What follows belongs to an exercise in optimizing a design on an open flow for small area and few clock cycles; a production flow would make more cautious choices. Only simulation tests tie the RTL to the original design; equivalence was not proved. Power is estimated from default activity; no workload was simulated.

==> flow/design.v (excerpt) <==
module huffman_bitstream_encoder (
   input  logic        clock,
   input  logic        reset,
   input  logic        req_valid,
   output logic        req_ready,
   input  logic [1:0]  req_type,
   input  logic [7:0]  req_symbol,
   input  logic [15:0] req_code_word,
   input  logic [4:0]  req_code_length,
   output logic        rsp_valid,
   input  logic        rsp_ready,
   output logic [7:0]  rsp_out_byte,
   output logic [3:0]  rsp_out_bit_count,
   output logic        rsp_end_of_stream
);
export LEC_CHECK = 0
export CAP_MARGIN = 20
export CORE_MARGIN = 2
export CORE_UTILIZATION = 55
export CTS_CLUSTER_DIAMETER = 200
export CTS_CLUSTER_SIZE = 24
export SLEW_MARGIN = 20
export SYNTH_HIERARCHICAL = 1
export SYNTH_MEMORY_MAX_BITS = 8192
export SYNTH_MINIMUM_KEEP_SIZE = 0
create_clock -name core_clock -period 8.0 [get_ports {clock}]
run.sh (not shown) runs the stock make flow with config.mk's settings and CLKGATE_MAP_FILE= SYNTH_SCRIPT=/design/flow/synth_recipe.tcl, a recipe that flattens the netlist after the stock synthesis.
Testbench counts at the start, summed over its fixed seeds: cycles 28,304.
Change:
- CTS_CLUSTER_DIAMETER: 200 -> 150
- CTS_CLUSTER_SIZE: 24 -> 18
=> Setup slack is worse by 0.0036 ns. Core utilization came out higher by 0.83 points. Sequential share of layout area came out lower by 0.73 points. Maximum frequency stays flat. Die area does not change. Wire length came out higher by 0.49%. Cell area came out higher by about 1.4%. Clock-buffer cell count came out higher by 84. Power came out higher by about 6%.

========
huffman_bitstream_encoder, a different RTL version from the one above (not shown whole).
Size: ~13000 cells after synthesis, roughly 4400 flip-flops, roughly 50 I/O pins, ~150000 µm² of cells after synthesis.
## huffman_bitstream_encoder
module huffman_bitstream_encoder (
   input  logic        clock,
   input  logic        reset,
   input  logic        req_valid,
   output logic        req_ready,
   input  logic [1:0]  req_type,
   input  logic [7:0]  req_symbol,
   input  logic [15:0] req_code_word,
   input  logic [4:0]  req_code_length,
   output logic        rsp_valid,
   input  logic        rsp_ready,
   output logic [7:0]  rsp_out_byte,
   output logic [3:0]  rsp_out_bit_count,
   output logic        rsp_end_of_stream
);
   localparam int DEPTH = 256;
   localparam int GRP   = 2;
   localparam int NGRP  = DEPTH / GRP;
   logic [ENT_W-1:0]  mem_ff [DEPTH];
   logic [ACC_W-1:0]  acc_ff, acc_in;
   logic [ACNT_W-1:0] cnt_ff, cnt_in;
   logic              s1_valid_ff;  
   logic              s1_flush_ff;  
   logic [ENT_W-1:0]  s1_ent_ff;    
   logic              full;
   logic              pop;
   logic              fl_done;
   logic              room;
   logic              s1_adv;
   logic              s1_enc;
   logic [ACNT_W-1:0] base;
   logic [LEN_W-1:0]  s1_len;
   logic [CODE_W-1:0] s1_code;
   logic [CODE_W:0]   above;
   logic              req_fire;
   logic              wr_fire;
   logic [ENT_W-1:0]  wr_entry;
   logic [ENT_W-1:0]  rd_entry;
   logic [DEPTH-1:0]  sel_n;
   logic [NGRP-1:0]   grp_yn [ENT_W];
   always_comb begin
      s1_len = '0;
      for (int i = 0; i < ENT_W; i++) begin
         if (s1_ent_ff[i]) s1_len = LEN_W'(i);
      end
      above[CODE_W] = 1'b0;
      for (int i = CODE_W - 1; i >= 0; i--) begin
         above[i] = above[i+1] | s1_ent_ff[i+1];
      end
  ...
Settings: LEC_CHECK=0, CAP_MARGIN=20, CORE_MARGIN=2, CORE_UTILIZATION=45, SLEW_MARGIN=20, SYNTH_HIERARCHICAL=1, SYNTH_MEMORY_MAX_BITS=8192, SYNTH_MINIMUM_KEEP_SIZE=0; clock period 8.0 ns.
Testbench counts at the start, summed over its fixed seeds: cycles 28,304.
Change:
- CAP_MARGIN: 20 -> 0
- CORE_UTILIZATION: 45 -> 55
- CTS_BUF_LIST: default -> sky130_fd_sc_hd__clkbuf_8
- CTS_CLUSTER_SIZE: default -> 24
- SLEW_MARGIN: 20 -> 0
Die area falls by 18%.
Clock skew grows by 0.018 ns.
Flip-flop and latch count does not change.
Fmax goes down by 0.46%.

[re-timing with driven ports]
Ports are ideal in the flow. The routed layouts listed here were re-timed in OpenROAD.
Step 1, drivers: a clkbuf_16 drives clock and a buf_2 each remaining input, both assumed.
Step 2 also shifts input and output timing later by t, the mid clock arrival at the registers, as if the neighbouring blocks saw the same clock.
Slacks: no drivers / after step 1 / after step 2; pairs: no drivers / after step 1.
| run | t (ns) | setup WS [ns] | worst setup path after step 2 |
|---|---|---|---|
| the first run of note 1 | 1.028 | 0.866 / 0.767 / 0.302 | input to register |
| the second run of note 1 | 1.038 | 0.862 / 0.743 / 0.358 | input to register |
| the first run of note 2 | 1.118 | 0.612 / 0.491 / 0.143 | input to register |
| the second run of note 2 | 1.352 | 0.578 / 0.466 / 0.704 | input to register |
After both steps setup and hold are still met in every run listed. The setup slack of the first run of note 1, which loses most, moves by -0.099 ns with the drivers and by -0.564 ns with both steps.
